From an optimization exercise on the open Yosys and OpenROAD flow, aimed at small area, a short achievable clock period and few clock cycles per item; shortcuts taken in it are not production practice.
Only simulation tests tie the RTL to the original design; equivalence was not proved.

## flow/design.v (module list and top-level ports; edited modules follow where they fit)
// module mac_fa: 10 lines
// module mac_ha: 9 lines
// module mac_accumulator: 2424 lines
module mac_accumulator #(
  parameter int WIDTH     = 25,
  parameter int ACC_WIDTH = 64
) (
  input  logic                 clk,
  input  logic                 rst,
  input  logic                 in_valid,
  output logic                 in_ready,
  input  logic [WIDTH-1:0]     in_a,
  input  logic [WIDTH-1:0]     in_x,
  input  logic                 in_last,
  output logic                 out_valid,
  input  logic                 out_ready,
  output logic [ACC_WIDTH-1:0] out_sum,
  output logic [15:0]          out_count,
  output logic                 out_ovf
);
  // ...
==> flow/flow/run.sh <==
#!/bin/bash
# The standard layout (standard.sh) with two changes: repair_timing aims for
# 8.2 ns of setup slack on the 12 ns clock (so the achieved period shrinks), and the
# port buffers that buffer_ports inserts use sky130_fd_sc_hd__buf_2.
set -euo pipefail
EXTRA='SETUP_SLACK_MARGIN=8.2 "BUFFER_PORTS_ARGS=-buffer_cell sky130_fd_sc_hd__buf_2"'
sed "s|^make -C |make $EXTRA -C |" standard.sh > standard_tuned.sh
bash standard_tuned.sh > flow_make.log 2>&1
==> flow/standard.sh <==
#!/bin/bash
# synth_recipe.tcl (not shown) runs the flow's synth.tcl, then flattens the netlist and writes it again
# the make line also repeats each setting of config.mk as NAME=value (left out here)
make -C /OpenROAD-flow-scripts/flow DESIGN_CONFIG=/design/flow/config.mk WORK_HOME=/design/flow/orfs CLKGATE_MAP_FILE= SYNTH_SCRIPT=/design/flow/synth_recipe.tcl "${@:-finish}"
==> flow/config.mk <==
export PLATFORM = sky130hd
export DESIGN_NAME = mac_accumulator
export DESIGN_NICKNAME = mac_accumulator
export VERILOG_FILES = /design/flow/design.v
export SDC_FILE = /design/flow/constraint.sdc
export NUM_CORES = 4
export LEC_CHECK = 0
export CAP_MARGIN = 20
export CORE_MARGIN = 2
export CORE_UTILIZATION = 55
export SLEW_MARGIN = 20
export SYNTH_HIERARCHICAL = 1
export SYNTH_MINIMUM_KEEP_SIZE = 0
==> flow/constraint.sdc <==
create_clock -name core_clock -period 12.0 [get_ports {clk}]
set_input_delay 2.4000 -clock core_clock [delete_from_list [all_inputs] [get_ports {clk}]]
set_output_delay 2.4000 -clock core_clock [all_outputs]
set_load 0.01 [all_outputs]
==> impl_metrics.env, run 1 <==
export IMPL_synth_most_common_cell="xnor2_1"
export IMPL_yosys_cell_types_count=64
export IMPL_cts_tree="yes"
export IMPL_finalNonFillerCells=2889
export IMPL_status="finished clean"
export IMPL_clock_sinks=303
export IMPL_grt_pass1_vias=19300
export IMPL_synthMuxAreaShare_pct=2.38
export IMPL_preCtsSetupSlack_ns=6.61
export IMPL_synth_commonest_cells="344 x xnor2_1, 324 x fa_1, 297 x edfxtp_1"
export IMPL_io_buffers=137
export IMPL_first_pass_iters=6
export IMPL_finClkSkew_ns=0.0130
export IMPL_cp_arrival_ns=4.43
export IMPL_core_area_um2=47400
export IMPL_place_gp_congestion=0.869
export IMPL_cts_inserted_buffers=35
export IMPL_drc=0
export IMPL_nClkBuffers=42
export IMPL_multi_input_area_share_pct=55.8
export IMPL_synth_top_family_by_area="adder cells"
export IMPL_ant_nets=0
export IMPL_use_met3_pct=7.82
export IMPL_largest_reg_flops=64
export IMPL_seq_area_um2=9080
export IMPL_post_dp_cell_area_um2=27500
export IMPL_min_path_type="reg -> reg"
export IMPL_overflow=0
export IMPL_rsz0062_at_grt="true"
export IMPL_synth_largest_area_cell="edfxtp_1"
export IMPL_required_ns=12.31
Testbench counts, summed over its fixed seeds: cycles 16,312, beats 16,288.
==> run 2: changes to the inputs <==
==> flow/flow/run.sh (replaced) <==
#!/bin/bash
# The standard layout (standard.sh) with two changes: repair_timing aims for
# 8.0 ns of setup slack on the 12 ns clock (so the achieved period shrinks), and the
# port buffers that buffer_ports inserts use sky130_fd_sc_hd__buf_2.
set -euo pipefail
EXTRA='SETUP_SLACK_MARGIN=8.0 "BUFFER_PORTS_ARGS=-buffer_cell sky130_fd_sc_hd__buf_2"'
sed "s|^make -C |make $EXTRA -C |" standard.sh > standard_tuned.sh
bash standard_tuned.sh > flow_make.log 2>&1
--- a/flow/config.mk
+++ b/flow/config.mk
@@ -8,5 +8,5 @@
 export CAP_MARGIN = 20
 export CORE_MARGIN = 2
-export CORE_UTILIZATION = 55
+export CORE_UTILIZATION = 40
 export SLEW_MARGIN = 20
 export SYNTH_HIERARCHICAL = 1
==> run 2 against run 1 <==
  * Via count down 1.1%
  * Maximum frequency up 1.1%
  * First-iteration DRC count up 4.8%
  * Register-to-register slack better by 0.05 ns
  * Cell area down 1.4%
  * Setup slack better by 0.046 ns
  * Critical path type unchanged
  * Largest cell class unchanged
==> impl_metrics.env, run 2 <==
export IMPL_ys_seq_area_share_pct=34.6
export IMPL_io_buffers=137
export IMPL_syn_inst=2130
export IMPL_cpLargestDelayFamily="compound AO/OA/AOI/OAI gates"
export IMPL_num_vias=18000
export IMPL_synth_edf_count=297
export IMPL_diodes=0
export IMPL_die_h_um=260
export IMPL_ys_async_sr_fraction_pct=1.98
export IMPL_rows=93
export IMPL_required_ns=12.33
export IMPL_cts_root_buffer="clkbuf_16"
export IMPL_cp_max_fo=9
export IMPL_netlist_area_um2=26200
export IMPL_worst_skew_pair_late_latency_ns=0.58
export IMPL_hpwlAfterDp_um=46300
export IMPL_min_path_type="reg -> reg"
export IMPL_crit_path_start="first"
export IMPL_track_usage_pct=22.4
export IMPL_end_kind="flip-flop"
export IMPL_critPathKind="reg -> reg"
export IMPL_cts_tree="yes"
export IMPL_layout_common_cells="344 x xnor2_1, 322 x fa_1, 297 x edfxtp_1"
export IMPL_critical_path_max_stage_delay_ns=0.57
export IMPL_synth_xor_area_share_pct=12.2
export IMPL_worst_pin_slew_ns=0.964
export IMPL_rsz0062_at_grt="true"
export IMPL_fp_dieW_um=260
export IMPL_synth_largest_area_cell="edfxtp_1"
export IMPL_rr_startpoint="first"
export IMPL_holdBufCountCts=0
export IMPL_synth_compound_area_share_pct=11.9
export IMPL_synthSimpleGateAreaFrac_pct=5.25
export IMPL_path_cells="buf_12, buf_16, nor2b_1, fa_1, ha_4, a21oi_2, o21ai_1, a221oi_2, nor2_2, a211o_4, o221ai_4, a21oi_4, nand4_1, mux2_4"
export IMPL_finClkSkew_ns=0.0265
export IMPL_grt_pass1_vias=19700
export IMPL_drc=0
export IMPL_synth_area_leaders="edfxtp_1 34%, fa_1 25%, xnor2_1 11%"
export IMPL_vias_per_cell=5.79
export IMPL_initial_utilization_pct=40.6
export IMPL_wirelength_um=76100
export IMPL_drt_initial_drc_count=1870
export IMPL_drive_above_1_share_pct=18.8
export IMPL_start_kind="flip-flop"
export IMPL_cts_max_path_buffers=3
export IMPL_finalMaxSlewViolations=0
export IMPL_hold_path_startpoint="l0"
export IMPL_setup_ws_ns=7.92
export IMPL_synth_top_area_share_pct=34.0
export IMPL_cp_arrival_ns=4.41
export IMPL_ys_ff_latch=303
export IMPL_cts_inserted_buffers=38
export IMPL_yosysWarnings=7
export IMPL_dieArea_um2=67600
export IMPL_slowest_stage="fa_1"
export IMPL_preCtsSetupSlack_ns=6.70
export IMPL_synthAdderAreaFrac_pct=29.6
export IMPL_place_gp_congestion=0.866
export IMPL_core_area_um2=64600
export IMPL_final_setup_tns_ns=0
export IMPL_syn2layout_area_growth_pct=14.9
export IMPL_setup_violations=0
export IMPL_fmax_ghz=0.245
export IMPL_grt_pass1_wl_um=116000
export IMPL_period_minus_slack_ns=4.08
export IMPL_top_register="acc"
export IMPL_nNetsFinal=2702
export IMPL_ant_nets=0
export IMPL_layout_commonest_cell="xnor2_1"
export IMPL_synthMuxAreaShare_pct=2.38
export IMPL_first_pass_iters=9
export IMPL_routedWlPerCell_um=24.5
export IMPL_path_clk_slew_ns=0.06
export IMPL_grt_max_degree=71
export IMPL_synth_commonest_cells="344 x xnor2_1, 324 x fa_1, 297 x edfxtp_1"
export IMPL_antenna_found_initial=0
export IMPL_ioPinCount=138
export IMPL_largest_registers="acc: 64 flops, s1_ps: 50 flops, s1_pc: 49 flops"
export IMPL_overflow=0
export IMPL_maxSlewHeadroom_pct=35.1
export IMPL_status="finished clean"
export IMPL_post_route_period_util_pct=34.0
export IMPL_path_buf_inv=2
export IMPL_clock_sinks=303
export IMPL_synth_ff_type="edfxtp_1"
export IMPL_yosys_cell_types_count=64
export IMPL_postSynthAreaPerCell_um2=12.3
export IMPL_cap_violations=0
export IMPL_h_tree_depth=2
export IMPL_synth_top_family_by_area="adder cells"
export IMPL_synth_most_common_cell="xnor2_1"
export IMPL_largest_reg_flops=64
export IMPL_hold_viol_final=0
==> run 2: cells by family after synthesis <==
group / after synthesis
compound gates: 421
xor+xnor: 365
fa+ha+maj: 426
buf+inv: 277
flops: 303
mux: 58
other cells: 2
simple gates: 278
==> run 2: worst reg2reg max path: cells and delay by family (launching register included) <==
kind	cells	cell delay, ns
buffers and inverters	2	0.36
flip-flops	1	0.55
multiplexers	1	0.31
AND/OR/NAND/NOR	3	0.32
AO/OA/AOI/OAI	6	1.49
adder cells (fa/ha/maj)	2	0.81
==> run 2: worst paths after layout <==
check                      endpoint  slack (ns)  cells after the start
max                         acc[59]        7.92                     14
min                              l1        0.42                      0
max reg2reg                 acc[59]        7.92                     14
min reg2reg                      l1        0.42                      0
max in group asynchronous     first        9.97                      2
min in group asynchronous        v0        1.75                      2
==> run 2: layout make-up <==
| cell class | instances | area (um2) |
|---|---|---|
| Fill cell | 5770 | 34500 |
| Timing Repair Buffer | 253 | 1780 |
| Multi-Input combinational cell | 1555 | 16600 |
| Inverter | 70 | 267 |
| Clock inverter | 23 | 320 |
| Clock buffer | 45 | 977 |
| Sequential cell | 303 | 9070 |
| Tap cell | 855 | 1070 |
==> run 2: Yosys stat by module (local to each module, per instance) <==
module | cells | copies in the design | area [um2]
mac_accumulator | 1778 | 1 | 19400
mac_fa | 1 | 319 | 20.0
mac_ha | 1 | 33 | 12.5
==> run 2: routing by layer <==
metal	track usage, %	share of wire (%)	routed length [um]	vias up
met2	34.2	45	34100	1041
met1	30.2	41	31400	9077
met3	6.80	11	8340	187
li1	-	-	-	7655
met5	0	0	0	-
met4	7.92	3.0	2280	0
==> run 2: metrics by stage <==
step / instance area [um2] / instances / hold WS [ns] / utilization, %
2_1_floorplan: 26300 / 2134 / 0.400 / -
3_3_place_gp: 27800 / 2987 / 0.405 / 43.0
3_5_place_dp: 27800 / 2987 / 0.406 / 43.0
4_1_cts: 29600 / 3082 / 0.420 / 45.8
5_1_grt: 30100 / 3104 / 0.427 / 46.6
6_report: 30100 / 3104 / 0.421 / 46.6
==> run 2: repair_timing <==
| item | CTS | global route |
|---|---|---|
| buffers inserted | 22 | 19 |
| endpoints found under the setup margin | 76 | 36 |
| cloned | 5 | 3 |
| pin swaps | 15 | 34 |
| gates resized for setup | 44 | 52 |

## static timing again, ports no longer ideal
In the flow no input, the clock included, has a driving cell. The finished layouts below were timed again as built, in two steps. Step 1 sets driving cells, clkbuf_16 on the clock port and buf_2 on the other inputs (assumed; they add their load-dependent delay and slew). Step 2 moves the port delays by t, midway between the first and last clock arrival at a register: inputs arrive t later, outputs are due t later. That takes back most of the time a late clock gives input paths. Slacks: ideal / step 1 / step 2; pairs: ideal / step 1.
run	t, ns	setup WS [ns]	worst data-port slew with drivers (ns)
run 1	0.613	7.878 / 7.878 / 7.738	0.04
run 2	0.621	7.923 / 7.923 / 7.672	0.04
After both steps every run listed still meets setup and hold. For run 2, which loses most, drivers alone change the setup slack by 0.000 ns; drivers and shift together by -0.251 ns.
